Background: an optimization exercise with open tools, aiming at small area and a short achievable clock period. Do not read the settings as production practice. Only simulation tests tie the RTL to the original design; equivalence was not proved. No activity file was given, so power comes from the tool's default toggle rates.

### flow/config.mk
export PLATFORM = sky130hd
export DESIGN_NAME = rgba8_tile_swizzle_downscale_unit
export DESIGN_NICKNAME = rgba8_tile_swizzle_downscale_unit
export VERILOG_FILES = /design/flow/design.v
export SDC_FILE = /design/flow/constraint.sdc
export NUM_CORES = 4
export LEC_CHECK = 0
export CAP_MARGIN = 20
export CORE_MARGIN = 2
export CORE_UTILIZATION = 40
export SLEW_MARGIN = 20
### flow/constraint.sdc
create_clock -name core_clock -period 5.6 [get_ports {clk}]
set_input_delay 1.1200 -clock core_clock [delete_from_list [all_inputs] [get_ports {clk}]]
set_output_delay 1.1200 -clock core_clock [all_outputs]
set_load 0.01 [all_outputs]
### flow/design.v
`timescale 1ns / 1ps
package swz_pkg;
  localparam int FRAC_BITS  = 16;
  localparam int IDX_W      = 12;
  localparam int STEP_W     = 29;
  localparam int SINT_W     = STEP_W - FRAC_BITS;   
  localparam int DIFF_W     = SINT_W + 1;           
  localparam int T4_W       = 11;                   
  localparam int RB_W       = 20;                   
  localparam int OFF_W      = 26;
  localparam int CFG_IDX_W  = 3;
  localparam int CFG_DATA_W = 32;
  localparam logic [CFG_IDX_W-1:0] REG_SOURCE_WIDTH  = 3'd0;
  localparam logic [CFG_IDX_W-1:0] REG_SOURCE_HEIGHT = 3'd1;
  localparam logic [CFG_IDX_W-1:0] REG_OUT_WIDTH     = 3'd2;
  localparam logic [CFG_IDX_W-1:0] REG_OUT_HEIGHT    = 3'd3;
  localparam logic [CFG_IDX_W-1:0] REG_STEP_X        = 3'd4;
  localparam logic [CFG_IDX_W-1:0] REG_STEP_Y        = 3'd5;
  localparam logic [CFG_IDX_W-1:0] REG_HAS_ALPHA     = 3'd6;
  localparam logic [7:0] ALPHA_OPAQUE = 8'd255;
  typedef struct packed {
    logic [IDX_W-1:0]  src_w_m1;
    logic [IDX_W-1:0]  src_h_m1;
    logic [T4_W-1:0]   out_w4m1;
    logic [T4_W-1:0]   out_h4m1;
    logic [STEP_W-1:0] step_x;
    logic [STEP_W-1:0] step_y;
    logic              has_alpha;
  } cfg_t;
endpackage
`timescale 1ns / 1ps
module swz_cfg_regs (
  input  logic          clk,
  input  logic          rst_n,
  input  logic                              cfg_wr_valid,
  output logic                              cfg_wr_ready,
  input  logic [swz_pkg::CFG_IDX_W-1:0]      cfg_wr_index,
  input  logic [swz_pkg::CFG_DATA_W-1:0]     cfg_wr_data,
  output swz_pkg::cfg_t cfg
);
  swz_pkg::cfg_t cfg_r;
  logic [12:0] wr_dim;
  logic [11:0] src_m1;
  logic [10:0] out_4m1;
  assign wr_dim = cfg_wr_data[12:0];
  assign src_m1 = wr_dim[12] ? 12'hFFF :
                  (wr_dim[11:0] == 12'd0) ? 12'd0 : wr_dim[11:0] - 12'd1;
  assign out_4m1 = wr_dim[12] ? 11'd1023 : {1'b0, wr_dim[11:2]} - 11'd1;
  assign cfg_wr_ready = 1'b1;
  assign cfg          = cfg_r;
  always_ff @(posedge clk) begin
    if (!rst_n) begin
      cfg_r.src_w_m1  <= '0;
      cfg_r.src_h_m1  <= '0;
      cfg_r.out_w4m1  <= '1;
      cfg_r.out_h4m1  <= '1;
      cfg_r.step_x    <= swz_pkg::STEP_W'(1 << swz_pkg::FRAC_BITS);
      cfg_r.step_y    <= swz_pkg::STEP_W'(1 << swz_pkg::FRAC_BITS);
      cfg_r.has_alpha <= 1'b0;
    end else if (cfg_wr_valid) begin
      case (cfg_wr_index)
        swz_pkg::REG_SOURCE_WIDTH:  cfg_r.src_w_m1  <= src_m1;
        swz_pkg::REG_SOURCE_HEIGHT: cfg_r.src_h_m1  <= src_m1;
        swz_pkg::REG_OUT_WIDTH:     cfg_r.out_w4m1  <= out_4m1;
        swz_pkg::REG_OUT_HEIGHT:    cfg_r.out_h4m1  <= out_4m1;
        swz_pkg::REG_STEP_X:        cfg_r.step_x    <= cfg_wr_data[swz_pkg::STEP_W-1:0];
        swz_pkg::REG_STEP_Y:        cfg_r.step_y    <= cfg_wr_data[swz_pkg::STEP_W-1:0];
        swz_pkg::REG_HAS_ALPHA:     cfg_r.has_alpha <= cfg_wr_data[0];
        default: ;
      endcase
    end
  end
endmodule
`timescale 1ns / 1ps
module rgba8_tile_swizzle_downscale_unit (
  input  logic       clk,
  input  logic       rst_n,
  input  logic        in_valid,
  output logic        in_ready,
  input  logic [7:0]  in_red,
  input  logic [7:0]  in_green,
  input  logic [7:0]  in_blue,
  input  logic [7:0]  in_alpha,
  output logic        out_valid,
  input  logic        out_ready,
  output logic [25:0] out_byte_offset,
  output logic [7:0]  out_alpha,
  output logic [7:0]  out_red,
  output logic [7:0]  out_green,
  output logic [7:0]  out_blue,
  output logic        out_frame_done,
  input  logic        cfg_valid,
  output logic        cfg_ready,
  input  logic [2:0]  cfg_index,
  input  logic [31:0] cfg_data
);
  localparam int FB = swz_pkg::FRAC_BITS;
  localparam int IW = swz_pkg::IDX_W;
  localparam int DW = swz_pkg::DIFF_W;
  localparam int SW = swz_pkg::SINT_W;
  localparam int RW = swz_pkg::RB_W;
  swz_pkg::cfg_t cfg;
  logic [IW-1:0] src_col_r, src_row_r;      
  logic [IW-1:0] dst_col_r, dst_row_r;      
  logic          col_full_r, row_full_r;    
  logic [FB-1:0] col_frac_r, row_frac_r;    
  logic [DW-1:0] col_dist_r, row_dist_r;    
  logic [RW-1:0] row_base_r;                
  logic                      out_valid_r;
  logic [swz_pkg::OFF_W-1:0] out_offset_r;
  logic [7:0]                out_alpha_r, out_red_r, out_green_r, out_blue_r;
  logic                      out_done_r;
  logic in_fire;
  logic row_sel, col_sel, emit;
  logic row_end, frame_end;
  logic col_last, row_last;
  logic [FB:0]   col_frac_sum, row_frac_sum;
  logic [DW-1:0] col_dist_sel, row_dist_sel;
  logic [RW-1:0] blk;
  swz_cfg_regs u_cfg (
    .clk    (clk),
    .rst_n  (rst_n),
    .cfg_wr_valid (cfg_valid),
    .cfg_wr_ready (cfg_ready),
    .cfg_wr_index (cfg_index),
    .cfg_wr_data  (cfg_data),
    .cfg    (cfg)
  );
  assign in_ready = !out_valid_r || out_ready;
  assign in_fire  = in_valid && in_ready;
  assign col_sel   = !col_full_r && !cfg.out_w4m1[10] && (col_dist_r == '0);
  assign row_sel   = !row_full_r && !cfg.out_h4m1[10] && (row_dist_r == '0);
  assign emit      = row_sel && col_sel;
  assign row_end   = src_col_r == cfg.src_w_m1;
  assign frame_end = row_end && (src_row_r == cfg.src_h_m1);
  assign col_last  = (dst_col_r[1:0] == 2'b11) && (dst_col_r[IW-1:2] == cfg.out_w4m1[9:0]);
  assign row_last  = (dst_row_r[1:0] == 2'b11) && (dst_row_r[IW-1:2] == cfg.out_h4m1[9:0]);
  assign col_frac_sum = {1'b0, col_frac_r} + {1'b0, cfg.step_x[FB-1:0]};
  assign row_frac_sum = {1'b0, row_frac_r} + {1'b0, cfg.step_y[FB-1:0]};
  assign col_dist_sel = {1'b0, cfg.step_x[FB+SW-1:FB]} - DW'(!col_frac_sum[FB]);
  assign row_dist_sel = {1'b0, cfg.step_y[FB+SW-1:FB]} - DW'(!row_frac_sum[FB]);
  assign blk = row_base_r + RW'(dst_col_r[IW-1:2]);
  always_ff @(posedge clk) begin
    if (!rst_n) begin
      src_col_r  <= '0;
      src_row_r  <= '0;
      dst_col_r  <= '0;
      dst_row_r  <= '0;
      col_full_r <= 1'b0;
      row_full_r <= 1'b0;
      col_frac_r <= '0;
      row_frac_r <= '0;
      col_dist_r <= '0;
      row_dist_r <= '0;
      row_base_r <= '0;
    end else if (in_fire) begin
      if (row_end) begin
        src_col_r  <= '0;
        dst_col_r  <= '0;
        col_full_r <= 1'b0;
        col_frac_r <= '0;
        col_dist_r <= '0;
        if (frame_end) begin
          src_row_r  <= '0;
          dst_row_r  <= '0;
          row_full_r <= 1'b0;
          row_frac_r <= '0;
          row_dist_r <= '0;
          row_base_r <= '0;
        end else begin
          src_row_r <= src_row_r + 1'b1;
          if (row_sel) begin
            dst_row_r  <= dst_row_r + 1'b1;
            row_full_r <= row_last;
            row_frac_r <= row_frac_sum[FB-1:0];
            row_dist_r <= row_dist_sel;
            if (dst_row_r[1:0] == 2'b11)
              row_base_r <= row_base_r + RW'(cfg.out_w4m1[9:0]) + 1'b1;
          end else begin
            row_dist_r <= row_dist_r - 1'b1;
          end
        end
      end else begin
        src_col_r <= src_col_r + 1'b1;
        if (col_sel) begin
          dst_col_r  <= dst_col_r + 1'b1;
          col_full_r <= col_last;
          col_frac_r <= col_frac_sum[FB-1:0];
          col_dist_r <= col_dist_sel;
        end else begin
          col_dist_r <= col_dist_r - 1'b1;
        end
      end
    end
  end
  always_ff @(posedge clk) begin
    if (!rst_n) begin
      out_valid_r <= 1'b0;
    end else if (in_ready) begin
      out_valid_r <= in_valid && emit;
    end
  end
  always_ff @(posedge clk) begin
    if (in_ready) begin
      out_offset_r <= {blk, 1'b0, dst_row_r[1:0], dst_col_r[1:0], 1'b0};
      out_alpha_r  <= cfg.has_alpha ? in_alpha : swz_pkg::ALPHA_OPAQUE;
      out_red_r    <= in_red;
      out_green_r  <= in_green;
      out_blue_r   <= in_blue;
      out_done_r   <= col_last && row_last;
    end
  end
  assign out_valid       = out_valid_r;
  assign out_byte_offset = out_offset_r;
  assign out_alpha       = out_alpha_r;
  assign out_red         = out_red_r;
  assign out_green       = out_green_r;
  assign out_blue        = out_blue_r;
  assign out_frame_done  = out_done_r;
endmodule
### flow/run.sh
#!/bin/bash
# synth_recipe.tcl (not shown) runs the flow's synth.tcl, then flattens the netlist and writes it again
# the make line also repeats each setting of config.mk as NAME=value (left out here)
make -C /OpenROAD-flow-scripts/flow DESIGN_CONFIG=/design/flow/config.mk WORK_HOME=/design/flow/orfs CLKGATE_MAP_FILE= SYNTH_SCRIPT=/design/flow/synth_recipe.tcl finish
==> results of run 1 <==
==> worst max-delay path, stage by stage, from the launching register on <==
cell and delay [ns]:
sky130_fd_sc_hd__dfxtp_1 0.31, sky130_fd_sc_hd__ha_1 0.22, sky130_fd_sc_hd__inv_1 0.07, sky130_fd_sc_hd__fa_1 0.18, sky130_fd_sc_hd__nor2b_1 0.08, sky130_fd_sc_hd__o31a_1 0.27
sky130_fd_sc_hd__o41a_1 0.46, sky130_fd_sc_hd__a221oi_1 0.44, sky130_fd_sc_hd__nor2_1 0.10, sky130_fd_sc_hd__a211oi_1 0.35, sky130_fd_sc_hd__ha_1 0.25, sky130_fd_sc_hd__or3b_2 0.50
sky130_fd_sc_hd__nor4_1 0.56, sky130_fd_sc_hd__nand2_1 0.13, sky130_fd_sc_hd__or2_2 0.32, sky130_fd_sc_hd__a21oi_1 0.16, sky130_fd_sc_hd__a31oi_1 0.07, sky130_fd_sc_hd__o22ai_1 0.18
==> state kept, by name (all words and copies together), names as in the netlist, 14 cells and up <==
| name | flops |
|---|---|
| row_frac_r | 16 |
| row_dist_r | 14 |
| col_dist_r | 14 |
| row_base_r | 20 |
| col_frac_r | 16 |
| out_offset_r | 24 |
| u_cfg.cfg_r | 105 |
==> cell usage after synthesis (14+ instances only) <==
cell type	n	area (sq um)
sky130_fd_sc_hd__o21ai_0	63	315
sky130_fd_sc_hd__edfxtp_1	57	1710
sky130_fd_sc_hd__nor3_1	64	320
sky130_fd_sc_hd__a31oi_1	15	93.8
sky130_fd_sc_hd__a21o_1	19	143
sky130_fd_sc_hd__nand3_1	54	270
sky130_fd_sc_hd__inv_1	52	195
sky130_fd_sc_hd__nand4_1	15	93.8
sky130_fd_sc_hd__a22oi_1	19	143
sky130_fd_sc_hd__nand2b_1	28	175
sky130_fd_sc_hd__nor4_1	14	87.6
sky130_fd_sc_hd__o211ai_1	29	218
sky130_fd_sc_hd__a21oi_1	136	681
sky130_fd_sc_hd__nor2_1	173	649
sky130_fd_sc_hd__nand2_1	241	905
sky130_fd_sc_hd__clkbuf_1	67	251
sky130_fd_sc_hd__and3_1	21	131
sky130_fd_sc_hd__ha_1	65	813
sky130_fd_sc_hd__dfxtp_1	236	4720
sky130_fd_sc_hd__a211oi_1	25	188
sky130_fd_sc_hd__xor2_1	72	631
sky130_fd_sc_hd__xnor2_1	96	841
==> power breakdown <==
part | internal, uW | switching, uW | total, uW
clock network | 1470 | 914 | 2380
logic | 304 | 458 | 763
registers | 2220 | 67.8 | 2290
==> stage by stage <==
stage          util [%]  power [uW]  hold slack (ns)
2_1_floorplan         -        2840            0.436
3_3_place_gp       45.2        3070            0.447
3_5_place_dp       45.2        3090            0.455
4_1_cts            48.5        5480            0.463
6_report           48.5        5430            0.460
5_1_grt            48.5        5660            0.481
==> path summary, 6_finish.rpt <==
kind / end / from / cells after the start / slack (ns)
min reg2reg: row_frac_r[6] / row_frac_r[6] / 2 / 0.46
max: col_dist_r[11] / u_cfg.cfg_r[30] / 17 / 0.88
max reg2reg: col_dist_r[11] / u_cfg.cfg_r[30] / 17 / 0.88
min: row_frac_r[6] / row_frac_r[6] / 2 / 0.46
==> routing by layer <==
layer  GRT usage (%)  part of all wire, %  vias to the layer above
met5               0                    0                        -
met4            5.15                  2.0                        0
met3            3.13                  4.6                       42
met2            32.1                   46                      252
met1            26.5                   48                     5781
li1                -                    -                     6177
==> logic make-up (layout without fill, tap and decap cells) <==
family	after synthesis	after routing	share of synthesized area, %
buf+inv	136	257	3.64
xor+xnor	168	168	9.92
other cells	2	3	0.0506
simple gates	675	675	21.2
mux	11	11	0.784
fa+ha+maj	69	69	6.02
flops	293	293	43.4
compound gates	359	359	15.0
==> cell type report <==
type                            count  area, sq um  share of cell area, %
Multi-Input combinational cell   1285         7890                   44.6
Sequential cell                   293         6440                   36.3
Inverter                           53          201                   1.14
Tap cell                          468          586                   3.31
Timing Repair Buffer              142         1380                   7.78
Clock buffer                       45          973                   5.50
Clock inverter                     17          243                   1.37
==> impl_table.tex, run 1 <==
\begin{tabular}{lr}
\hline
Metric & Value \\
\hline
\multicolumn{2}{l}{\textbf{Run status}} \\
Result of the run & timing/DRC/antenna clean \\
\multicolumn{2}{l}{\textbf{Route}} \\
Detailed-routing iteration count for the pre-antenna-repair pass & 5 \\
Violation count after the first detailed-routing iteration & 640 \\
Drt drc & 0 \\
Total wire length after detailed routing & 37.7 mm \\
Routed via count divided by cell count & 5.32 \\
Routed length per instance & 16.4 um \\
Via count & 12252 \\
Count of antenna-violating nets left after detailed routing & 0 \\
\multicolumn{2}{l}{\textbf{Cells and area}} \\
Fraction of layout instances using a drive strength above 1 & 6.05\% \\
Most frequent cells in the layout & sky130\_fd\_sc\_hd\_\_nand2\_1 (241), sky130\_fd\_sc\_hd\_\_dfxtp\_1 (236), sky130\_fd\_sc\_hd\_\_nor2\_1 (172), sky130\_fd\_sc\_hd\_\_a21oi\_1 (136), sky130\_fd\_sc\_hd\_\_clkdlybuf4s50\_1 (126) \\
Final instance area & 17700 sq um \\
Cell Count, Final, Fillers Out & 2303 \\
Number of nets in the final layout & 1950 \\
Area added between synthesis and finish & 19.4\% \\
Number of filler cells placed in the layout & 3482 \\
Antenna Cells & 0 \\
Most common cell after layout, fill and taps aside & sky130\_fd\_sc\_hd\_\_nand2\_1 \\
\multicolumn{2}{l}{\textbf{Die}} \\
Num ports & 134 \\
Y dimension of the die & 197 um \\
Rows & 70 \\
Die outline width & 197 um \\
Die area & 38600 sq um \\
Initial Utilization & 40.6\% \\
Core Region & 36500 sq um \\
\multicolumn{2}{l}{\textbf{Pwr}} \\
Power density cells & 307 nW/um\^{}2 \\
IR Drop Worst-Case VDD & 209 uV \\
Lkg Pwr & 0.00686 uW \\
\multicolumn{2}{l}{\textbf{Placed design}} \\
Final Wtd Congestion & 0.841 \\
Place WS & 0.917 ns \\
Placement-stage cell area & 16500 sq um \\
Count of input and output buffers & 127 \\
Number of placed instances with taps included & 2241 \\
Final HPWL DP & 26.4 mm \\
\multicolumn{2}{l}{\textbf{Clocking}} \\
Count of cells resized by post-cts repair & 0 \\
CTS tree & yes \\
Number of CTS-inserted buffers & 34 \\
Max H-tree Level & 2 \\
Library cell used as clock root buffer & sky130\_fd\_sc\_hd\_\_clkbuf\_16 \\
Clock tree buffer depth & 3 \\
Clock Pin Slew Worst Setup and Hold Paths & 0.06 ns \\
CTS hold repair buffers & 0 \\
Clock insertion delay at the later pin of the skew report & 0.53 ns \\
Post-CTS Setup Repair Bufs & 0 \\
Number of clock sinks seen by CTS & 293 \\
\multicolumn{2}{l}{\textbf{Critical path}} \\
CP Class & reg -> reg \\
Data required time at the worst endpoint & 6.05 ns \\
Critical Path Source Type & flip-flop \\
CP Max Fanout & 4 \\
Crit. End Element & flip-flop \\
CP arrival & 5.17 ns \\
\multicolumn{2}{l}{\textbf{STA}} \\
Worst slew slack as a fraction of its limit & 30.8\% \\
Post-route minimum period & 4.72 ns \\
Least setup slack across all paths after layout & 0.879 ns \\
Worst clock skew & 0.0291 ns \\
Unrepaired setup endpoints after global routing & false \\
Setup TNS after final layout & 0 ns \\
Max frequency & 212 MHz \\
Fraction of the cycle the final worst path needs & 84.3\% \\
Worst-Margin Slew & 1.03 ns \\
Final number of setup-violating endpoints & 0 \\
Final hold violation count & 0 \\
Number of slew-limit violations in the final report & 0 \\
\multicolumn{2}{l}{\textbf{Synthesis}} \\
Post-synthesis area per instance & 8.66 sq um \\
Top FF cell, synth & sky130\_fd\_sc\_hd\_\_dfxtp\_1 \\
Yosys warning total & 2 \\
FFs w/ async S/R, synth & 0\% \\
Synthesized area & 14800 sq um \\
Share of the yosys chip area belonging to registers & 43.4\% \\
Number of library cell types mapped by synthesis & 70 \\
Number of enable-type register cells in the synthesized netlist & 57 \\
Cells after Synth & 1713 \\
Number of storage elements in the synthesis netlist & 293 \\
\multicolumn{2}{l}{\textbf{Global route}} \\
Number of antenna violations at the first check in global routing & 0 \\
Overflow left after global routing & 0 \\
First-pass GRT wire length & 61.1 mm \\
Total routing resource utilization after global routing & 19.4\% \\
Largest net degree at the start of global routing & 89 \\
Number of global-route vias before repair & 11720 \\
\multicolumn{2}{l}{\textbf{Worst hold path}} \\
Class of the most critical hold timing path & reg -> reg \\
\multicolumn{2}{l}{\textbf{Flow run}} \\
Number of maximum-capacitance violations & 0 \\
\hline
\end{tabular}
==> run 2, diff against run 1 <==
--- a/flow/design.v
+++ b/flow/design.v
@@ -4,7 +4,6 @@
   localparam int IDX_W      = 12;
   localparam int STEP_W     = 29;
   localparam int SINT_W     = STEP_W - FRAC_BITS;   
-  localparam int DIFF_W     = SINT_W + 1;           
   localparam int T4_W       = 11;                   
   localparam int RB_W       = 20;                   
   localparam int OFF_W      = 26;
@@ -96,7 +95,7 @@
 );
   localparam int FB = swz_pkg::FRAC_BITS;
   localparam int IW = swz_pkg::IDX_W;
-  localparam int DW = swz_pkg::DIFF_W;
+  localparam int DW = swz_pkg::SINT_W;
   localparam int SW = swz_pkg::SINT_W;
   localparam int RW = swz_pkg::RB_W;
   swz_pkg::cfg_t cfg;
@@ -105,6 +104,7 @@
   logic          col_full_r, row_full_r;    
   logic [FB-1:0] col_frac_r, row_frac_r;    
   logic [DW-1:0] col_dist_r, row_dist_r;    
+  logic          col_cy_r, row_cy_r;        
   logic [RW-1:0] row_base_r;                
   logic                      out_valid_r;
   logic [swz_pkg::OFF_W-1:0] out_offset_r;
@@ -115,7 +115,6 @@
   logic row_end, frame_end;
   logic col_last, row_last;
   logic [FB:0]   col_frac_sum, row_frac_sum;
-  logic [DW-1:0] col_dist_sel, row_dist_sel;
   logic [RW-1:0] blk;
   swz_cfg_regs u_cfg (
     .clk    (clk),
@@ -128,8 +127,8 @@
   );
   assign in_ready = !out_valid_r || out_ready;
   assign in_fire  = in_valid && in_ready;
-  assign col_sel   = !col_full_r && !cfg.out_w4m1[10] && (col_dist_r == '0);
-  assign row_sel   = !row_full_r && !cfg.out_h4m1[10] && (row_dist_r == '0);
+  assign col_sel   = !col_full_r && !cfg.out_w4m1[10] && (col_dist_r == DW'(!col_cy_r));
+  assign row_sel   = !row_full_r && !cfg.out_h4m1[10] && (row_dist_r == DW'(!row_cy_r));
   assign emit      = row_sel && col_sel;
   assign row_end   = src_col_r == cfg.src_w_m1;
   assign frame_end = row_end && (src_row_r == cfg.src_h_m1);
@@ -137,8 +136,6 @@
   assign row_last  = (dst_row_r[1:0] == 2'b11) && (dst_row_r[IW-1:2] == cfg.out_h4m1[9:0]);
   assign col_frac_sum = {1'b0, col_frac_r} + {1'b0, cfg.step_x[FB-1:0]};
   assign row_frac_sum = {1'b0, row_frac_r} + {1'b0, cfg.step_y[FB-1:0]};
-  assign col_dist_sel = {1'b0, cfg.step_x[FB+SW-1:FB]} - DW'(!col_frac_sum[FB]);
-  assign row_dist_sel = {1'b0, cfg.step_y[FB+SW-1:FB]} - DW'(!row_frac_sum[FB]);
   assign blk = row_base_r + RW'(dst_col_r[IW-1:2]);
   always_ff @(posedge clk) begin
     if (!rst_n) begin
@@ -152,6 +149,8 @@
       row_frac_r <= '0;
       col_dist_r <= '0;
       row_dist_r <= '0;
+      col_cy_r   <= 1'b1;
+      row_cy_r   <= 1'b1;
       row_base_r <= '0;
     end else if (in_fire) begin
       if (row_end) begin
@@ -160,12 +159,14 @@
         col_full_r <= 1'b0;
         col_frac_r <= '0;
         col_dist_r <= '0;
+        col_cy_r   <= 1'b1;
         if (frame_end) begin
           src_row_r  <= '0;
           dst_row_r  <= '0;
           row_full_r <= 1'b0;
           row_frac_r <= '0;
           row_dist_r <= '0;
+          row_cy_r   <= 1'b1;
           row_base_r <= '0;
         end else begin
           src_row_r <= src_row_r + 1'b1;
@@ -173,7 +174,8 @@
             dst_row_r  <= dst_row_r + 1'b1;
             row_full_r <= row_last;
             row_frac_r <= row_frac_sum[FB-1:0];
-            row_dist_r <= row_dist_sel;
+            row_dist_r <= cfg.step_y[FB+SW-1:FB];
+            row_cy_r   <= row_frac_sum[FB];
             if (dst_row_r[1:0] == 2'b11)
               row_base_r <= row_base_r + RW'(cfg.out_w4m1[9:0]) + 1'b1;
           end else begin
@@ -186,7 +188,8 @@
           dst_col_r  <= dst_col_r + 1'b1;
           col_full_r <= col_last;
           col_frac_r <= col_frac_sum[FB-1:0];
-          col_dist_r <= col_dist_sel;
+          col_dist_r <= cfg.step_x[FB+SW-1:FB];
+          col_cy_r   <= col_frac_sum[FB];
         end else begin
           col_dist_r <= col_dist_r - 1'b1;
         end
--- a/flow/config.mk
+++ b/flow/config.mk
@@ -5,7 +5,8 @@
 export SDC_FILE = /design/flow/constraint.sdc
 export NUM_CORES = 4
 export LEC_CHECK = 0
+export ABC_CLOCK_PERIOD_IN_PS = 2500
 export CAP_MARGIN = 20
 export CORE_MARGIN = 2
-export CORE_UTILIZATION = 40
+export CORE_UTILIZATION = 55
 export SLEW_MARGIN = 20
==> run 2 against run 1 <==
Effect of this change:
- total power down 9.0%
- via count down 4.0%
- combinational power down 2.8%
- worst setup slack better by 0.94 ns
- sequential share of layout area up 2.1 points
- first-iteration DRC count up 18%
- synthesized area down 3.8%
- fmax up 25%
- register-to-register slack better by 1.3 ns
- critical path type is now in -> out
==> impl_table.tex, run 2 <==
\begin{tabular}{lr}
\hline
Metric & Value \\
\hline
\multicolumn{2}{l}{\textbf{Critical path}} \\
Crit. End Element & primary output \\
Reg2Reg Setup Slack & 2.22 ns (+1.34 ns) \\
Reg-to-reg critical path startpoint & col\_dist\_r[6] \\
Critical Path Source Type & input port \\
CP Max Fanout & 17 (+13) \\
CP Class & in -> out \\
Worst Reg-to-Reg Cells & 8 (-9) \\
CP arrival & 2.66 ns (-2.51 ns) \\
Worst reg2reg endpoint & col\_cy\_r \\
Start point of the critical path & out\_ready \\
Data required time at the worst endpoint & 4.48 ns (-1.57 ns) \\
\multicolumn{2}{l}{\textbf{Worst hold path}} \\
Class of the most critical hold timing path & reg -> reg \\
Min-Delay Startpoint & u\_cfg.cfg\_r[29] \\
Number of cells traversed by the worst hold path & 2 (unchanged) \\
Worst Hold End & u\_cfg.cfg\_r[29] \\
\multicolumn{2}{l}{\textbf{Synthesis}} \\
Synthesized area & 14300 sq um (-3.8\%) \\
Yosys top cell area share & 33.1\% (+1.3 points) \\
Share of the yosys chip area belonging to registers & 45.1\% (+1.7 points) \\
Number of enable-type register cells in the synthesized netlist & 57 (unchanged) \\
Most frequent cells after synthesis & sky130\_fd\_sc\_hd\_\_dfxtp\_1 (236), sky130\_fd\_sc\_hd\_\_nand2\_1 (229), sky130\_fd\_sc\_hd\_\_nor2\_1 (165), sky130\_fd\_sc\_hd\_\_a21oi\_1 (149), sky130\_fd\_sc\_hd\_\_xnor2\_1 (81) \\
Yosys warning total & 2 (unchanged) \\
FFs w/ async S/R, synth & 0\% (unchanged) \\
Most instantiated library cell after synthesis & sky130\_fd\_sc\_hd\_\_dfxtp\_1 \\
Number of storage elements in the synthesis netlist & 293 (unchanged) \\
Cells after Synth & 1616 (-5.7\%) \\
Top post-synthesis cells by area & sky130\_fd\_sc\_hd\_\_dfxtp\_1 (33\%), sky130\_fd\_sc\_hd\_\_edfxtp\_1 (12\%), sky130\_fd\_sc\_hd\_\_nand2\_1 (6.0\%), sky130\_fd\_sc\_hd\_\_ha\_1 (5.4\%), sky130\_fd\_sc\_hd\_\_a21oi\_1 (5.2\%) \\
Post-synthesis area per instance & 8.83 sq um (+1.9\%) \\
Biggest area consumer among synthesized cells & sky130\_fd\_sc\_hd\_\_dfxtp\_1 \\
Number of library cell types mapped by synthesis & 62 (-11\%) \\
Top FF cell, synth & sky130\_fd\_sc\_hd\_\_dfxtp\_1 \\
\multicolumn{2}{l}{\textbf{Cells and area}} \\
Area of the multi-input gates & 7450 sq um (-5.6\%) \\
Largest register by flop count & u\_cfg.cfg\_r \\
Number of nets in the final layout & 1849 (-5.2\%) \\
Largest register FFs & 105 (unchanged) \\
Area added between synthesis and finish & 17.4\% \\
Largest registers & u\_cfg.cfg\_r: 105 flops, out\_offset\_r: 24 flops, row\_base\_r: 20 flops \\
Most frequent cells in the layout & sky130\_fd\_sc\_hd\_\_dfxtp\_1 (236), sky130\_fd\_sc\_hd\_\_nand2\_1 (229), sky130\_fd\_sc\_hd\_\_nor2\_1 (164), sky130\_fd\_sc\_hd\_\_a21oi\_1 (149), sky130\_fd\_sc\_hd\_\_clkdlybuf4s50\_1 (127) \\
Most common cell after layout, fill and taps aside & sky130\_fd\_sc\_hd\_\_dfxtp\_1 \\
Number of filler cells placed in the layout & 2152 (-38\%) \\
Fraction of layout instances using a drive strength above 1 & 4.85\% (-1.2 points) \\
Sequential cell area in the final layout & 6440 sq um (unchanged) \\
\multicolumn{2}{l}{\textbf{Global route}} \\
Number of antenna violations at the first check in global routing & 1 (+1) \\
Total routing resource utilization after global routing & 26.3\% (+6.8 points) \\
First-pass GRT wire length & 57.1 mm (-6.5\%) \\
Overflow left after global routing & 0 (unchanged) \\
Largest net degree at the start of global routing & 68 (-24\%) \\
Number of global-route vias before repair & 10921 (-6.8\%) \\
\multicolumn{2}{l}{\textbf{Clocking}} \\
Count of cells resized by post-cts repair & 0 (unchanged) \\
Number of CTS-inserted buffers & 30 (-12\%) \\
Clock Pin Slew Worst Setup and Hold Paths & 0.06 ns (about the same) \\
Number of clock sinks seen by CTS & 293 (unchanged) \\
Library cell used as clock root buffer & sky130\_fd\_sc\_hd\_\_clkbuf\_16 \\
Post-CTS Setup Repair Bufs & 0 (unchanged) \\
Max H-tree Level & 1 (-1) \\
CTS hold repair buffers & 0 (unchanged) \\
Clock tree buffer depth & 3 (unchanged) \\
CTS tree & yes \\
Clock insertion delay at the later pin of the skew report & 0.55 ns (+0.02 ns) \\
\multicolumn{2}{l}{\textbf{Route}} \\
Drt drc & 0 (unchanged) \\
Via count & 11757 (-4.0\%) \\
Total wire length after detailed routing & 35.6 mm (-5.7\%) \\
Violation count after the first detailed-routing iteration & 754 (+18\%) \\
Detailed-routing iteration count for the pre-antenna-repair pass & 5 (unchanged) \\
Routed via count divided by cell count & 5.70 (+7.1\%) \\
Routed length per instance & 17.2 um (+5.2\%) \\
Count of antenna-violating nets left after detailed routing & 0 (unchanged) \\
\multicolumn{2}{l}{\textbf{Placed design}} \\
Final Wtd Congestion & 0.853 (+1.3\%) \\
Final HPWL DP & 24.9 mm (-5.6\%) \\
Count of input and output buffers & 127 (unchanged) \\
\multicolumn{2}{l}{\textbf{Die}} \\
Die outline width & 165 um (-16\%) \\
Initial Utilization & 56.3\% (+16 points) \\
Rows & 58 (-17\%) \\
Num ports & 134 (unchanged) \\
Core Region & 25300 sq um (-31\%) \\
Y dimension of the die & 165 um (-16\%) \\
Die area & 27200 sq um (-30\%) \\
\multicolumn{2}{l}{\textbf{STA}} \\
Fraction of the cycle the final worst path needs & 67.4\% (-17 points) \\
Unrepaired setup endpoints after global routing & false \\
Number of slew-limit violations in the final report & 0 (unchanged) \\
Worst clock skew & 0.00950 ns (-0.0196 ns) \\
Setup TNS after final layout & 0 ns (unchanged) \\
Final number of setup-violating endpoints & 0 (unchanged) \\
Worst slew slack as a fraction of its limit & 30.9\% (+0.097 points) \\
Worst hold slack after final layout & 0.455 ns (-0.00441 ns) \\
Final hold violation count & 0 (unchanged) \\
Worst-Margin Slew & 1.03 ns (-0.00145 ns) \\
Max frequency & 265 MHz (+25\%) \\
Post-route minimum period & 3.78 ns (-0.944 ns) \\
\multicolumn{2}{l}{\textbf{Pwr}} \\
IR Drop Worst-Case VDD & 235 uV (+13\%) \\
Power density cells & 295 nW/um\^{}2 (-3.8\%) \\
Lkg Pwr & 0.00673 uW (-1.9\%) \\
\multicolumn{2}{l}{\textbf{Run status}} \\
Result of the run & timing/DRC/antenna clean \\
\multicolumn{2}{l}{\textbf{Flow run}} \\
Number of maximum-capacitance violations & 0 (unchanged) \\
\hline
\end{tabular}
run 2: final cells by class:
type | instances | share of cell area, %
antenna | 1 | 0.0149
tap | 330 | 2.46
clock inverter | 8 | 0.239
sequential | 293 | 38.4
timing repair buffer | 145 | 8.47
clock buffer | 45 | 5.38
inverter | 24 | 0.553
multi-input combinational | 1218 | 44.5
run 2: where the power goes:
| group | switching [uW] | internal (uW) |
|---|---|---|
| registers | 62.0 | 2220 |
| logic | 443 | 298 |
| clock network | 817 | 1100 |
run 2: worst max-delay path by stage:
stage / to / slack [ns] / cells past startpoint
2_1_floorplan: row_base_r[9] / 1.25 / 6
3_3_place_gp: row_base_r[9] / 1.82 / 6
3_5_place_dp: row_base_r[9] / 1.78 / 6
4_1_cts: in_ready / 1.80 / 4
5_1_grt: in_ready / 1.78 / 4
6_report: in_ready / 1.82 / 4
run 2: through the flow:
| stage | instance area [sq um] | total power, uW | worst slack, ns | instances | util [%] |
|---|---|---|---|---|---|
| after detailed placement | 15800 | 3060 | 1.78 | 2010 | 62.4 |
| after CTS | 16700 | 4960 | 1.80 | 2063 | 66.1 |
| after global routing | 16700 | 5150 | 1.78 | 2063 | 66.1 |
| after floorplan | 14300 | 2820 | 1.25 | 1617 | - |
| after global placement | 15800 | 3050 | 1.82 | 2010 | 62.4 |
| final | 16800 | 4940 | 1.82 | 2064 | 66.1 |
run 2: kinds of logic after synthesis:
kind of cell	synth area share, %
other	0.0526
muxes	0.421
AOI/OAI and AO/OA	16.1
adders and majority gates	5.91
DFF	45.1
xor gates and xnor gates	9.58
and+or+nand+nor	19.9
buffers and inverters	2.89
run 2: worst max-delay path, cell delays in order:
cell	delay, ns
sky130_fd_sc_hd__clkdlybuf4s50_1	0.46
sky130_fd_sc_hd__nand2b_2	0.19
sky130_fd_sc_hd__buf_4	0.30
sky130_fd_sc_hd__clkdlybuf4s50_1	0.59
run 2: routing by layer:
layer  part of all wire, %  GRT usage [%]  vias to the layer above
li1                      -              -                     5920
met1                    46           35.8                     5482
met2                    46           44.4                      302
met3                   5.4           3.21                       51
met4                   2.0           6.52                        2
met5                 0.037              0                        -
==> run 3, diff against run 2 <==
--- a/flow/config.mk
+++ b/flow/config.mk
@@ -9,4 +9,5 @@
 export CAP_MARGIN = 20
 export CORE_MARGIN = 2
 export CORE_UTILIZATION = 55
+export SETUP_SLACK_MARGIN = 2.7
 export SLEW_MARGIN = 20
==> run 3 against run 2 <==
Effect of this change:
- hold slack better by 0.0012 ns
- sequential share of layout area is 1.5 points lower
- total power is 11% higher
- flip-flop and latch count stayed put
- critical path type is now reg -> reg
- largest cell class unchanged
==> impl_table.tex, run 3 <==
\begin{tabular}{lr}
\hline
Metric & Value \\
\hline
\multicolumn{2}{l}{\textbf{Cells and area}} \\
Area added between synthesis and finish & 22.2\% \\
Sequential cell area in the final layout & 6440 sq um (unchanged) \\
Area of the multi-input gates & 7800 sq um (+4.8\%) \\
Largest register FFs & 105 (unchanged) \\
Fraction of layout instances using a drive strength above 1 & 8.49\% (+3.6 points) \\
Most frequent cells in the layout & sky130\_fd\_sc\_hd\_\_dfxtp\_1 (236), sky130\_fd\_sc\_hd\_\_nand2\_1 (227), sky130\_fd\_sc\_hd\_\_nor2\_1 (162), sky130\_fd\_sc\_hd\_\_a21oi\_1 (138), sky130\_fd\_sc\_hd\_\_clkdlybuf4s50\_1 (121) \\
Share of the core filled with cells & 68.8\% (+2.7 points) \\
Largest register by flop count & u\_cfg.cfg\_r \\
Most common cell after layout, fill and taps aside & sky130\_fd\_sc\_hd\_\_dfxtp\_1 \\
Number of nets in the final layout & 1867 (+0.97\%) \\
Number of filler cells placed in the layout & 2081 (-3.3\%) \\
Largest registers & u\_cfg.cfg\_r: 105 flops, out\_offset\_r: 24 flops, row\_base\_r: 20 flops \\
\multicolumn{2}{l}{\textbf{Die}} \\
Die area & 27200 sq um (unchanged) \\
Core Region & 25300 sq um (unchanged) \\
Initial Utilization & 56.3\% (unchanged) \\
Y dimension of the die & 165 um (unchanged) \\
Die outline width & 165 um (unchanged) \\
Rows & 58 (unchanged) \\
Num ports & 134 (unchanged) \\
\multicolumn{2}{l}{\textbf{Global route}} \\
Largest net degree at the start of global routing & 58 (-15\%) \\
Overflow left after global routing & 0 (unchanged) \\
Number of global-route vias before repair & 11412 (+4.5\%) \\
First-pass GRT wire length & 58.7 mm (+2.9\%) \\
Total routing resource utilization after global routing & 27.3\% (+1.0 points) \\
Number of antenna violations at the first check in global routing & 0 (-1) \\
\multicolumn{2}{l}{\textbf{Critical path}} \\
CP arrival & 3.33 ns (+0.67 ns) \\
Critical Path Source Type & flip-flop \\
Worst Reg-to-Reg Cells & 6 (-2) \\
Data required time at the worst endpoint & 6.04 ns (+1.56 ns) \\
CP Class & reg -> reg \\
Crit. End Element & flip-flop \\
Start point of the critical path & row\_dist\_r[8] \\
Worst reg2reg endpoint & row\_base\_r[9] \\
Reg-to-reg critical path startpoint & row\_dist\_r[8] \\
CP Max Fanout & 8 (-9) \\
Reg2Reg Setup Slack & 2.71 ns (+0.49 ns) \\
\multicolumn{2}{l}{\textbf{Route}} \\
Met2 WL post-DR & 17.3 mm (+4.8\%) \\
Detailed-routing iteration count for the pre-antenna-repair pass & 5 (unchanged) \\
Total wire length after detailed routing & 37.6 mm (+5.8\%) \\
Routed length per instance & 18.0 um (+4.6\%) \\
Count of antenna-violating nets left after detailed routing & 0 (unchanged) \\
Drt drc & 0 (unchanged) \\
Wire length on met3 & 2.46 mm (+28\%) \\
WL met1 & 16.7 mm (+1.6\%) \\
Violation count after the first detailed-routing iteration & 1010 (+34\%) \\
Routed via count divided by cell count & 5.77 (+1.3\%) \\
Uppermost signal routing layer after detailed routing & met4 \\
Via count & 12044 (+2.4\%) \\
\multicolumn{2}{l}{\textbf{Clocking}} \\
Max H-tree Level & 2 (+1) \\
Clock insertion delay at the later pin of the skew report & 0.51 ns (-0.04 ns) \\
Number of CTS-inserted buffers & 34 (+13\%) \\
Clock Pin Slew Worst Setup and Hold Paths & 0.06 ns (about the same) \\
Clock tree buffer depth & 3 (unchanged) \\
CTS tree & yes \\
Number of clock sinks seen by CTS & 293 (unchanged) \\
CTS hold repair buffers & 0 (unchanged) \\
Library cell used as clock root buffer & sky130\_fd\_sc\_hd\_\_clkbuf\_16 \\
\multicolumn{2}{l}{\textbf{Pwr}} \\
Power density cells & 314 nW/um\^{}2 (+6.6\%) \\
IR Drop Worst-Case VDD & 306 uV (+30\%) \\
Lkg Pwr & 0.00698 uW (+3.8\%) \\
\multicolumn{2}{l}{\textbf{Worst hold path}} \\
Min-Delay Startpoint & col\_frac\_r[4] \\
Number of cells traversed by the worst hold path & 2 (unchanged) \\
Class of the most critical hold timing path & reg -> reg \\
Worst Hold End & col\_frac\_r[4] \\
\multicolumn{2}{l}{\textbf{Synthesis}} \\
Number of storage elements in the synthesis netlist & 293 (unchanged) \\
Yosys top cell area share & 33.1\% (unchanged) \\
Top post-synthesis cells by area & sky130\_fd\_sc\_hd\_\_dfxtp\_1 (33\%), sky130\_fd\_sc\_hd\_\_edfxtp\_1 (12\%), sky130\_fd\_sc\_hd\_\_nand2\_1 (6.0\%), sky130\_fd\_sc\_hd\_\_ha\_1 (5.4\%), sky130\_fd\_sc\_hd\_\_a21oi\_1 (5.2\%) \\
Number of library cell types mapped by synthesis & 62 (unchanged) \\
Share of the yosys chip area belonging to registers & 45.1\% (unchanged) \\
Biggest area consumer among synthesized cells & sky130\_fd\_sc\_hd\_\_dfxtp\_1 \\
Number of enable-type register cells in the synthesized netlist & 57 (unchanged) \\
Yosys warning total & 2 (unchanged) \\
Post-synthesis area per instance & 8.83 sq um (unchanged) \\
Most frequent cells after synthesis & sky130\_fd\_sc\_hd\_\_dfxtp\_1 (236), sky130\_fd\_sc\_hd\_\_nand2\_1 (229), sky130\_fd\_sc\_hd\_\_nor2\_1 (165), sky130\_fd\_sc\_hd\_\_a21oi\_1 (149), sky130\_fd\_sc\_hd\_\_xnor2\_1 (81) \\
Most instantiated library cell after synthesis & sky130\_fd\_sc\_hd\_\_dfxtp\_1 \\
Cells after Synth & 1616 (unchanged) \\
Synthesized area & 14300 sq um (unchanged) \\
FFs w/ async S/R, synth & 0\% (unchanged) \\
Top FF cell, synth & sky130\_fd\_sc\_hd\_\_dfxtp\_1 \\
\multicolumn{2}{l}{\textbf{STA}} \\
Post-route minimum period & 2.89 ns (-0.882 ns) \\
Least setup slack across all paths after layout & 2.71 ns (+0.882 ns) \\
Final number of setup-violating endpoints & 0 (unchanged) \\
Final hold violation count & 0 (unchanged) \\
Worst slew slack as a fraction of its limit & 16.3\% (-15 points) \\
Max frequency & 345 MHz (+30\%) \\
Worst-Margin Slew & 1.25 ns (+0.218 ns) \\
Number of slew-limit violations in the final report & 0 (unchanged) \\
Unrepaired setup endpoints after global routing & true \\
Setup TNS after final layout & 0 ns (unchanged) \\
Fraction of the cycle the final worst path needs & 51.7\% (-16 points) \\
Worst clock skew & 0.0124 ns (+0.00287 ns) \\
\multicolumn{2}{l}{\textbf{Placed design}} \\
Place WS & 1.73 ns (-0.0532 ns) \\
Final HPWL DP & 25.6 mm (+2.9\%) \\
Count of input and output buffers & 127 (unchanged) \\
Final Wtd Congestion & 0.869 (+2.0\%) \\
\multicolumn{2}{l}{\textbf{Flow run}} \\
Number of maximum-capacitance violations & 0 (unchanged) \\
\multicolumn{2}{l}{\textbf{Run status}} \\
Result of the run & timing/DRC/antenna clean \\
\hline
\end{tabular}
[run 3: cell counts after synthesis]
Identical to the previous run, type by type.
[run 3: cells by family (layout without fill, tap and decap cells)]
| family | Yosys count | after routing | synth area share, % |
|---|---|---|---|
| multiplexers | 6 | 6 | 0.421 |
| XOR/XNOR | 156 | 156 | 9.58 |
| AO/OA/AOI/OAI | 365 | 368 | 16.1 |
| flip-flops | 293 | 293 | 45.1 |
| buffers and inverters | 106 | 241 | 2.89 |
| adder cells (fa/ha/maj) | 65 | 65 | 5.91 |
| AND/OR/NAND/NOR | 623 | 624 | 19.9 |
| other | 2 | 4 | 0.0526 |
[run 3: how the worst max path moves through the flow]
stage	endpoint	slack (ns)
finish	row_base_r[9]	2.71
detailed placement	u_cfg.cfg_r[104]	1.73
CTS	in_ready	2.60
floorplan	dst_col_r[10]	2.70
global route	row_base_r[9]	2.65
global placement	u_cfg.cfg_r[92]	1.78
[run 3: repair_timing]
item | in CTS | in global routing
pin swaps | 5 | 6
setup buffers | 3 | 8
gates resized for setup | 29 | 37
cloned | 3 | 1
endpoints found under the hold margin | 0 | 0
setup endpoints to repair | 129 | 91
[run 3: critical path, stage by stage (launching register included)]
cell and delay (ns):
sky130_fd_sc_hd__dfxtp_1 0.36, sky130_fd_sc_hd__or3_4 0.43, sky130_fd_sc_hd__or4_4 0.48, sky130_fd_sc_hd__or4_4 0.50
sky130_fd_sc_hd__a211o_4 0.41, sky130_fd_sc_hd__or4_1 0.49, sky130_fd_sc_hd__a21oi_1 0.15
[run 3: metrics by stage]
stage,instance area [sq um],total power (uW),cells,hold slack (ns)
final,17400,5480,2087,0.457
after global placement,15800,3050,2008,0.442
after detailed placement,15800,3070,2008,0.448
after floorplan,14300,2830,1617,0.433
after global routing,17400,5700,2086,0.479
after CTS,17200,5470,2076,0.456
[run 3: layer usage]
layer	GRT usage (%)	vias to the layer above
met1	35.9	5657
met4	10.6	0
met2	44.6	342
li1	-	5974
met3	5.07	71
met5	0	-
[run 3: report_power, final]
part | leakage [uW] | switching, uW | internal (uW)
Combinational | 0.00386 | 507 | 322
Clock | 0.000588 | 880 | 1490
Sequential | 0.00254 | 64.4 | 2220
Total | 0.00698 | 1450 | 4030
[run 3: layout make-up]
| class | count | area share (%) |
|---|---|---|
| multi-input cells | 1222 | 44.8 |
| flip-flops and latches | 293 | 36.9 |
| repair buffers | 155 | 8.44 |
| clock buffers | 47 | 5.76 |
| well taps | 330 | 2.37 |
| clock inverters | 15 | 1.18 |
| inverters | 24 | 0.524 |
| diodes | 1 | 0.0144 |
==> run 4, diff against run 3 <==
--- a/flow/config.mk
+++ b/flow/config.mk
@@ -9,5 +9,8 @@
 export CAP_MARGIN = 20
 export CORE_MARGIN = 2
 export CORE_UTILIZATION = 55
+export CTS_BUF_LIST = sky130_fd_sc_hd__clkbuf_8
+export CTS_CLUSTER_DIAMETER = 50
+export CTS_CLUSTER_SIZE = 12
 export SETUP_SLACK_MARGIN = 2.7
 export SLEW_MARGIN = 20
==> run 4 against run 3 <==
Effect of this change:
- largest power group is now sequential cells
- clock power decreased by 29%
- global-route usage decreased by 0.23 points
- still clean on timing, DRC and antenna
- critical path type unchanged
- via count about the same
- synthesized cell count unchanged
- hold slack improved by 0.0018 ns
- highest routed layer unchanged
- sequential share of layout area increased by 0.94 points
==> impl_table.tex, run 4 <==
\begin{tabular}{lr}
\hline
Metric & Value \\
\hline
\multicolumn{2}{l}{\textbf{Clocking}} \\
Max H-tree Level & 2 (unchanged) \\
CTS hold repair buffers & 0 (unchanged) \\
Clock tree buffer depth & 3 (unchanged) \\
Clock insertion delay at the later pin of the skew report & 0.55 ns (+0.04 ns) \\
Library cell used as clock root buffer & sky130\_fd\_sc\_hd\_\_clkbuf\_8 \\
Number of clock sinks seen by CTS & 293 (unchanged) \\
Number of CTS-inserted buffers & 35 (+2.9\%) \\
CTS tree & yes \\
Clock Pin Slew Worst Setup and Hold Paths & 0.08 ns (+0.02 ns) \\
\multicolumn{2}{l}{\textbf{Global route}} \\
Number of antenna violations at the first check in global routing & 0 (unchanged) \\
First-pass GRT wire length & 58.3 mm (-0.76\%) \\
Number of global-route vias before repair & 11292 (-1.1\%) \\
Overflow left after global routing & 0 (unchanged) \\
Total routing resource utilization after global routing & 27.1\% (-0.23 points) \\
Largest net degree at the start of global routing & 58 (unchanged) \\
\multicolumn{2}{l}{\textbf{Cells and area}} \\
Most common cell after layout, fill and taps aside & sky130\_fd\_sc\_hd\_\_dfxtp\_1 \\
Largest register by flop count & u\_cfg.cfg\_r \\
Area added between synthesis and finish & 19.2\% \\
Number of nets in the final layout & 1873 (+0.32\%) \\
Most frequent cells in the layout & sky130\_fd\_sc\_hd\_\_dfxtp\_1 (235), sky130\_fd\_sc\_hd\_\_nand2\_1 (227), sky130\_fd\_sc\_hd\_\_nor2\_1 (162), sky130\_fd\_sc\_hd\_\_a21oi\_1 (140), sky130\_fd\_sc\_hd\_\_clkdlybuf4s50\_1 (120) \\
Largest register FFs & 105 (unchanged) \\
Largest registers & u\_cfg.cfg\_r: 105 flops, out\_offset\_r: 24 flops, row\_base\_r: 20 flops \\
Fraction of layout instances using a drive strength above 1 & 8.46\% (-0.029 points) \\
\multicolumn{2}{l}{\textbf{Die}} \\
Y dimension of the die & 165 um (unchanged) \\
Initial Utilization & 56.3\% (unchanged) \\
Core Region & 25300 sq um (unchanged) \\
Num ports & 134 (unchanged) \\
Die outline width & 165 um (unchanged) \\
Rows & 58 (unchanged) \\
Die area & 27200 sq um (unchanged) \\
\multicolumn{2}{l}{\textbf{STA}} \\
Worst slew slack as a fraction of its limit & 21.8\% (+5.5 points) \\
Final number of setup-violating endpoints & 0 (unchanged) \\
Unrepaired setup endpoints after global routing & true \\
Setup TNS after final layout & 0 ns (unchanged) \\
Least setup slack across all paths after layout & 2.64 ns (-0.0634 ns) \\
Post-route minimum period & 2.96 ns (+0.0634 ns) \\
Number of slew-limit violations in the final report & 0 (unchanged) \\
Fraction of the cycle the final worst path needs & 52.8\% (+1.1 points) \\
Worst clock skew & 0.0284 ns (+0.0160 ns) \\
Worst-Margin Slew & 1.17 ns (-0.0818 ns) \\
Final hold violation count & 0 (unchanged) \\
Max frequency & 338 MHz (-2.1\%) \\
\multicolumn{2}{l}{\textbf{Worst hold path}} \\
Worst Hold End & u\_cfg.cfg\_r[49] \\
Min-Delay Startpoint & u\_cfg.cfg\_r[49] \\
Number of cells traversed by the worst hold path & 2 (unchanged) \\
Class of the most critical hold timing path & reg -> reg \\
\multicolumn{2}{l}{\textbf{Synthesis}} \\
Synthesized-area fraction occupied by adder cells & 5.91\% (unchanged) \\
Post-synthesis xor/xnor area fraction & 9.58\% (unchanged) \\
Synthesized area & 14300 sq um (unchanged) \\
Yosys warning total & 2 (unchanged) \\
Most instantiated library cell after synthesis & sky130\_fd\_sc\_hd\_\_dfxtp\_1 \\
Top FF cell, synth & sky130\_fd\_sc\_hd\_\_dfxtp\_1 \\
Most frequent cells after synthesis & sky130\_fd\_sc\_hd\_\_dfxtp\_1 (236), sky130\_fd\_sc\_hd\_\_nand2\_1 (229), sky130\_fd\_sc\_hd\_\_nor2\_1 (165), sky130\_fd\_sc\_hd\_\_a21oi\_1 (149), sky130\_fd\_sc\_hd\_\_xnor2\_1 (81) \\
FFs w/ async S/R, synth & 0\% (unchanged) \\
Post-synthesis area per instance & 8.83 sq um (unchanged) \\
Number of enable-type register cells in the synthesized netlist & 57 (unchanged) \\
Largest family of logic cells by synthesized area & simple AND/OR/NAND/NOR gates \\
Number of storage elements in the synthesis netlist & 293 (unchanged) \\
Top post-synthesis cells by area & sky130\_fd\_sc\_hd\_\_dfxtp\_1 (33\%), sky130\_fd\_sc\_hd\_\_edfxtp\_1 (12\%), sky130\_fd\_sc\_hd\_\_nand2\_1 (6.0\%), sky130\_fd\_sc\_hd\_\_ha\_1 (5.4\%), sky130\_fd\_sc\_hd\_\_a21oi\_1 (5.2\%) \\
Biggest area consumer among synthesized cells & sky130\_fd\_sc\_hd\_\_dfxtp\_1 \\
Area fraction in and, or, nand and nor cells after synthesis & 19.9\% (unchanged) \\
Fraction of the mapped netlist area in compound gates & 16.1\% (unchanged) \\
Yosys top cell area share & 33.1\% (unchanged) \\
Cells after Synth & 1616 (unchanged) \\
Number of library cell types mapped by synthesis & 62 (unchanged) \\
Mux contribution to synthesized area & 0.421\% (unchanged) \\
Share of the yosys chip area belonging to registers & 45.1\% (unchanged) \\
\multicolumn{2}{l}{\textbf{Placed design}} \\
Place WS & 1.73 ns (unchanged) \\
Final Wtd Congestion & 0.869 (unchanged) \\
Final HPWL DP & 25.6 mm (unchanged) \\
Count of input and output buffers & 127 (unchanged) \\
\multicolumn{2}{l}{\textbf{Critical path}} \\
CP arrival & 3.43 ns (+0.10 ns) \\
CP Max Fanout & 8 (unchanged) \\
Worst reg2reg endpoint & row\_base\_r[9] \\
Critical Path Source Type & flip-flop \\
Worst Reg-to-Reg Cells & 6 (unchanged) \\
CP Class & reg -> reg \\
Reg2Reg Setup Slack & 2.64 ns (-0.06 ns) \\
Reg-to-reg critical path startpoint & row\_dist\_r[8] \\
Data required time at the worst endpoint & 6.07 ns (+0.03 ns) \\
Crit. End Element & flip-flop \\
\multicolumn{2}{l}{\textbf{Run status}} \\
Result of the run & timing/DRC/antenna clean \\
\multicolumn{2}{l}{\textbf{Route}} \\
Drt drc & 0 (unchanged) \\
Via count & 12056 (+0.10\%) \\
Count of antenna-violating nets left after detailed routing & 0 (unchanged) \\
Violation count after the first detailed-routing iteration & 903 (-11\%) \\
Total wire length after detailed routing & 37.1 mm (-1.4\%) \\
Routed length per instance & 17.7 um (-1.7\%) \\
Routed via count divided by cell count & 5.76 (-0.23\%) \\
Detailed-routing iteration count for the pre-antenna-repair pass & 5 (unchanged) \\
\multicolumn{2}{l}{\textbf{Flow run}} \\
Number of maximum-capacitance violations & 0 (unchanged) \\
\multicolumn{2}{l}{\textbf{Pwr}} \\
IR Drop Worst-Case VDD & 215 uV (-30\%) \\
Lkg Pwr & 0.00685 uW (-2.0\%) \\
Power density cells & 283 nW/um\^{}2 (-10\%) \\
\hline
\end{tabular}
run 4: logic make-up after synthesis:
| kind of cell | after synthesis |
|---|---|
| AOI/OAI and AO/OA | 365 |
| adders and majority gates | 65 |
| xor gates and xnor gates | 156 |
| muxes | 6 |
| buffers and inverters | 106 |
| DFF | 293 |
| other | 2 |
| and+or+nand+nor | 623 |
run 4: per-layer routing:
metal	track usage (%)	vias up	routed length (um)
met2	44.5	353	17000
li1	-	5972	-
met1	35.9	5678	16600
met4	9.13	0	956
met3	5.05	53	2470
met5	0	-	0
run 4: report_power, final:
group          switching (uW)  internal [uW]
registers                64.9           2220
logic                     506            336
clock network             803            879
total                    1370           3430
run 4: final cells by class:
class | instances | area (sq um)
fillers | 2143 | 8330
multi-input cells | 1222 | 7740
flip-flops and latches | 293 | 6440
repair buffers | 160 | 1530
clock buffers | 42 | 578
well taps | 330 | 413
clock inverters | 21 | 210
inverters | 24 | 91.3
diodes | 2 | 5.00
run 4: how the worst max path moves through the flow:
stage                              from               end  cells past startpoint
final                     row_dist_r[8]     row_base_r[9]                      6
after global routing      row_dist_r[8]     row_base_r[9]                      6
after CTS                     out_ready          in_ready                      3
after detailed placement    cfg_data[7]  u_cfg.cfg_r[104]                      6
after global placement      cfg_data[7]   u_cfg.cfg_r[92]                      6
after floorplan               out_ready     dst_col_r[10]                      7
run 4: worst max-delay path, cell delays in order, from the launching register on:
cell	delay (ns)
sky130_fd_sc_hd__dfxtp_2	0.35
sky130_fd_sc_hd__or3_4	0.41
sky130_fd_sc_hd__or4_4	0.47
sky130_fd_sc_hd__or4_4	0.59
sky130_fd_sc_hd__a211o_4	0.41
sky130_fd_sc_hd__or4_1	0.49
sky130_fd_sc_hd__a21oi_1	0.16
run 4: metrics by stage:
stage	total power, uW	util, %	cell area [sq um]	hold slack, ns	std cells
2_1_floorplan	2830	-	14300	0.433	1617
3_3_place_gp	3050	62.4	15800	0.442	2008
3_5_place_dp	3070	62.4	15800	0.448	2008
4_1_cts	4800	66.2	16800	0.460	2079
5_1_grt	5020	67.1	17000	0.483	2092
6_report	4810	67.1	17000	0.458	2094
run 4: what timing repair did:
item | CTS | global route
pin swaps | 3 | 10
gates cloned | 2 | 2
setup endpoints to repair | 129 | 87
buffers inserted | 6 | 10
resized for setup | 28 | 30
==> run 5, diff against run 4 <==
==> flow/flow/run.sh (new file) <==
#!/bin/bash
# Standard ORFS layout (the standard.sh, unchanged synthesis), with the
# port buffers inserted as the smallest plain buffer instead of the default
# delay buffer; timing repair still resizes them where a path needs it.
set -euo pipefail
export BUFFER_PORTS_ARGS="-buffer_cell sky130_fd_sc_hd__buf_1"
bash standard.sh > standard_flow.log 2>&1
==> flow/standard.sh (new file) <==
#!/bin/bash
# synth_recipe.tcl (not shown) runs the flow's synth.tcl, then flattens the netlist and writes it again
# the make line also repeats each setting of config.mk as NAME=value (left out here)
make -C /OpenROAD-flow-scripts/flow DESIGN_CONFIG=/design/flow/config.mk WORK_HOME=/design/flow/orfs CLKGATE_MAP_FILE= SYNTH_SCRIPT=/design/flow/synth_recipe.tcl "${@:-finish}"
--- a/flow/config.mk
+++ b/flow/config.mk
@@ -9,8 +9,5 @@
 export CAP_MARGIN = 20
 export CORE_MARGIN = 2
 export CORE_UTILIZATION = 55
-export CTS_BUF_LIST = sky130_fd_sc_hd__clkbuf_8
-export CTS_CLUSTER_DIAMETER = 50
-export CTS_CLUSTER_SIZE = 12
 export SETUP_SLACK_MARGIN = 2.7
 export SLEW_MARGIN = 20
removed: flow/run.sh
==> run 5 against run 4 <==
Effect of this change:
- critical path type unchanged
- final area is 3.0% lower
- sequential share of layout area is 1.2 points higher
- synthesized cell count stayed put
- synthesized area stayed put
- via count is 0.51% higher
- cell count is 0.57% lower
==> impl_table.tex, run 5 <==
\begin{tabular}{lr}
\hline
Metric & Value \\
\hline
\multicolumn{2}{l}{\textbf{STA}} \\
Fraction of the cycle the final worst path needs & 51.6\% (-1.2 points) \\
Worst clock skew & 0.0190 ns (-0.00934 ns) \\
Unrepaired setup endpoints after global routing & false \\
Number of slew-limit violations in the final report & 0 (unchanged) \\
Worst-Margin Slew & 1.03 ns (-0.141 ns) \\
Setup TNS after final layout & 0 ns (unchanged) \\
Worst slew slack as a fraction of its limit & 30.9\% (+9.1 points) \\
Final number of setup-violating endpoints & 0 (unchanged) \\
Post-route minimum period & 2.89 ns (-0.0659 ns) \\
Worst hold slack after final layout & 0.457 ns (-0.00175 ns) \\
Least setup slack across all paths after layout & 2.71 ns (+0.0659 ns) \\
Final hold violation count & 0 (unchanged) \\
Max frequency & 346 MHz (+2.3\%) \\
\multicolumn{2}{l}{\textbf{Critical path}} \\
CP arrival & 3.38 ns (-0.05 ns) \\
Crit. End Element & flip-flop \\
Worst path cell trace & or3\_4 -> or4\_4 -> or4\_4 -> a211o\_4 -> or4\_1 -> a21oi\_1 \\
Buffers \& Inverters on Critical Path & 0 (unchanged) \\
Critical Path Source Type & flip-flop \\
Critical path's largest stage delay & 0.58 ns (about the same) \\
Most Frequent Cell on Critical Path & sky130\_fd\_sc\_hd\_\_or4\_4 \\
CP Max Fanout & 7 (-1) \\
Data required time at the worst endpoint & 6.08 ns (about the same) \\
Kind of cell adding the most delay to the critical path & simple AND/OR/NAND/NOR gates \\
CP Class & reg -> reg \\
Crit-path slowest cell & sky130\_fd\_sc\_hd\_\_or4\_4 \\
\multicolumn{2}{l}{\textbf{Global route}} \\
Overflow left after global routing & 0 (unchanged) \\
Number of antenna violations at the first check in global routing & 3 (+3) \\
Number of global-route vias before repair & 11054 (-2.1\%) \\
Total routing resource utilization after global routing & 26.8\% (-0.27 points) \\
Largest net degree at the start of global routing & 69 (+19\%) \\
First-pass GRT wire length & 57.9 mm (-0.59\%) \\
\multicolumn{2}{l}{\textbf{Die}} \\
Core Region & 25300 sq um (unchanged) \\
Rows & 58 (unchanged) \\
Num ports & 134 (unchanged) \\
Y dimension of the die & 165 um (unchanged) \\
Die area & 27200 sq um (unchanged) \\
Die outline width & 165 um (unchanged) \\
Initial Utilization & 56.3\% (unchanged) \\
\multicolumn{2}{l}{\textbf{Flow run}} \\
Number of maximum-capacitance violations & 0 (unchanged) \\
\multicolumn{2}{l}{\textbf{Synthesis}} \\
FFs w/ async S/R, synth & 0\% (unchanged) \\
Number of storage elements in the synthesis netlist & 293 (unchanged) \\
Post-synthesis area per instance & 8.83 sq um (unchanged) \\
Number of library cell types mapped by synthesis & 62 (unchanged) \\
Top FF cell, synth & sky130\_fd\_sc\_hd\_\_dfxtp\_1 \\
Synthesized area & 14300 sq um (unchanged) \\
Number of enable-type register cells in the synthesized netlist & 57 (unchanged) \\
Top post-synthesis cells by area & sky130\_fd\_sc\_hd\_\_dfxtp\_1 (33\%), sky130\_fd\_sc\_hd\_\_edfxtp\_1 (12\%), sky130\_fd\_sc\_hd\_\_nand2\_1 (6.0\%), sky130\_fd\_sc\_hd\_\_ha\_1 (5.4\%), sky130\_fd\_sc\_hd\_\_a21oi\_1 (5.2\%) \\
Yosys top cell area share & 33.1\% (unchanged) \\
Cells after Synth & 1616 (unchanged) \\
Most instantiated library cell after synthesis & sky130\_fd\_sc\_hd\_\_dfxtp\_1 \\
Share of the yosys chip area belonging to registers & 45.1\% (unchanged) \\
Yosys warning total & 2 (unchanged) \\
Most frequent cells after synthesis & sky130\_fd\_sc\_hd\_\_dfxtp\_1 (236), sky130\_fd\_sc\_hd\_\_nand2\_1 (229), sky130\_fd\_sc\_hd\_\_nor2\_1 (165), sky130\_fd\_sc\_hd\_\_a21oi\_1 (149), sky130\_fd\_sc\_hd\_\_xnor2\_1 (81) \\
Biggest area consumer among synthesized cells & sky130\_fd\_sc\_hd\_\_dfxtp\_1 \\
\multicolumn{2}{l}{\textbf{Cells and area}} \\
Largest register by flop count & u\_cfg.cfg\_r \\
Number of filler cells placed in the layout & 2164 (+0.98\%) \\
Most common cell after layout, fill and taps aside & sky130\_fd\_sc\_hd\_\_dfxtp\_1 \\
Cell Count, Final, Fillers Out & 2082 (-0.57\%) \\
Area added between synthesis and finish & 15.6\% \\
Number of nets in the final layout & 1864 (-0.48\%) \\
Sequential cell area in the final layout & 6440 sq um (about the same) \\
Largest register FFs & 105 (unchanged) \\
Largest registers & u\_cfg.cfg\_r: 105 flops, out\_offset\_r: 24 flops, row\_base\_r: 20 flops \\
Area of the multi-input gates & 7650 sq um (-1.1\%) \\
Most frequent cells in the layout & sky130\_fd\_sc\_hd\_\_dfxtp\_1 (235), sky130\_fd\_sc\_hd\_\_nand2\_1 (226), sky130\_fd\_sc\_hd\_\_nor2\_1 (163), sky130\_fd\_sc\_hd\_\_a21oi\_1 (147), sky130\_fd\_sc\_hd\_\_buf\_1 (124) \\
Fraction of layout instances using a drive strength above 1 & 7.20\% (-1.3 points) \\
\multicolumn{2}{l}{\textbf{Pwr}} \\
Fraction of power consumed by sequential logic & 43.4\% (-4.1 points) \\
Switch Pwr & 1400 uW (+1.8\%) \\
Cell-internal power & 3860 uW (+12\%) \\
IR Drop Worst-Case VDD & 218 uV (+1.4\%) \\
Lkg Pwr & 0.00662 uW (-3.3\%) \\
Power density cells & 319 nW/um\^{}2 (+13\%) \\
Clock network fraction of total power & 41.9\% (+6.9 points) \\
Power share of the combinational group & 14.7\% (-2.8 points) \\
Share of total power consumed by net switching & 26.6\% (-2.0 points) \\
\multicolumn{2}{l}{\textbf{Route}} \\
Routed length per instance & 17.9 um (+0.90\%) \\
Total wire length after detailed routing & 37.2 mm (+0.32\%) \\
Count of antenna-violating nets left after detailed routing & 0 (unchanged) \\
Violation count after the first detailed-routing iteration & 949 (+5.1\%) \\
Via count & 12118 (+0.51\%) \\
Routed via count divided by cell count & 5.82 (+1.1\%) \\
Drt drc & 0 (unchanged) \\
Detailed-routing iteration count for the pre-antenna-repair pass & 5 (unchanged) \\
\multicolumn{2}{l}{\textbf{Clocking}} \\
Library cell used as clock root buffer & sky130\_fd\_sc\_hd\_\_clkbuf\_16 \\
Max H-tree Level & 1 (-1) \\
CTS tree & yes \\
Number of CTS-inserted buffers & 31 (-11\%) \\
Clock insertion delay at the later pin of the skew report & 0.56 ns (about the same) \\
Clock Pin Slew Worst Setup and Hold Paths & 0.07 ns (about the same) \\
Clock tree buffer depth & 3 (unchanged) \\
Number of clock sinks seen by CTS & 293 (unchanged) \\
\multicolumn{2}{l}{\textbf{Placed design}} \\
Count of input and output buffers & 127 (unchanged) \\
Final Wtd Congestion & 0.857 (-1.4\%) \\
Final HPWL DP & 25.1 mm (-2.0\%) \\
Place WS & 1.62 ns (-0.111 ns) \\
Number of placed instances with taps included & 2005 (-0.15\%) \\
\multicolumn{2}{l}{\textbf{Run status}} \\
Result of the run & timing/DRC/antenna clean \\
\multicolumn{2}{l}{\textbf{Worst hold path}} \\
Class of the most critical hold timing path & reg -> reg \\
\hline
\end{tabular}
==> run 5: cell counts after synthesis <==
Identical to the previous run, type by type.
==> run 5: cell families after synthesis <==
family	share of synthesized area, %
simple gates	19.9
compound gates	16.1
flops	45.1
xor+xnor	9.58
buf+inv	2.89
fa+ha+maj	5.91
mux	0.421
other cells	0.0526
==> run 5: layout make-up <==
cell class	instances	share of cell area, %
Antenna cell	1	0.0152
Clock buffer	36	5.00
Clock inverter	21	1.65
Inverter	24	0.561
Multi-Input combinational cell	1222	46.4
Sequential cell	293	39.0
Tap cell	330	2.50
Timing Repair Buffer	155	4.81
==> run 5: path summary, 6_finish.rpt <==
kind | from | slack (ns) | end | depth (start not counted)
max reg2reg | row_dist_r[8] | 2.71 | row_base_r[9] | 6
max | row_dist_r[8] | 2.71 | row_base_r[9] | 6
min reg2reg | col_frac_r[4] | 0.46 | col_frac_r[4] | 2
min | col_frac_r[4] | 0.46 | col_frac_r[4] | 2
==> run 5: what timing repair did <==
item,CTS,global route
resized for setup,20,17
endpoints found under the setup margin,103,65
buffers inserted,6,7
cloned,4,2
hold buffers,0,0
pin swaps,2,5
==> run 5: layer usage <==
layer	track usage, %	vias to the layer above	wire, um
met3	3.84	57	2510
met5	0	-	20
li1	-	5974	-
met1	36.2	5714	16300
met2	45.0	369	17500
met4	7.23	4	865
==> run 5: worst min-delay path: cells and delay by family (launching register included) <==
| kind | cells | cell delay (ns) |
|---|---|---|
| AO/OA/AOI/OAI | 1 | 0.05 |
| flip-flops | 1 | 0.31 |
| AND/OR/NAND/NOR | 1 | 0.05 |
==> run 5: stage by stage <==
stage	utilization, %	area [sq um]	power [uW]
2_1_floorplan	-	14300	2830
3_3_place_gp	59.2	15000	3010
3_5_place_dp	59.2	15000	3030
4_1_cts	64.4	16300	5260
5_1_grt	65.1	16500	5470
6_report	65.1	16500	5260
==> run 5: power groups by stage <==
stage                     Clock [uW]  Combinational (uW)  Sequential [uW]
after floorplan                    0                 512             2310
after global placement             0                 691             2320
after detailed placement           0                 705             2330
after CTS                       2240                 735             2280
after global routing            2330                 855             2290
final                           2200                 771             2280

## port drivers added, routing unchanged
The results above use ideal ports. As a check the final layouts listed here were re-extracted and re-timed, cells and wires unchanged. Step 1 assumes that a clkbuf_16 drives the clock port and a buf_2 every other input. Step 2, shift: input delay + t, output delay - t, t = (earliest + latest rising clock arrival at the registers) / 2. This alone moves slack from input paths to output paths. Three values: ideal ports, drivers, drivers and shift; two values: the first two.
| run | t (ns) | setup slack, ns | worst setup path at the end | worst data-port slew with drivers (ns) | pins driven straight from the clock port |
|---|---|---|---|---|---|
| run 1 | 0.571 | 0.879 / 0.879 / 0.879 | register to register | 0.07 | 1 |
| run 2 | 0.601 | 1.823 / 1.796 / 1.721 | input to register | 0.08 | 1 |
| run 3 | 0.555 | 2.706 / 2.706 / 2.230 | input to register | 0.09 | 1 |
| run 4 | 0.587 | 2.642 / 2.642 / 2.210 | input to register | 0.08 | 1 |
| run 5 | 0.595 | 2.708 / 2.707 / 2.201 | input to register | 0.08 | 1 |
After both steps every run listed still meets setup and hold. The setup slack of run 5, which loses most, moves by -0.001 ns with the drivers and by -0.507 ns with both steps.
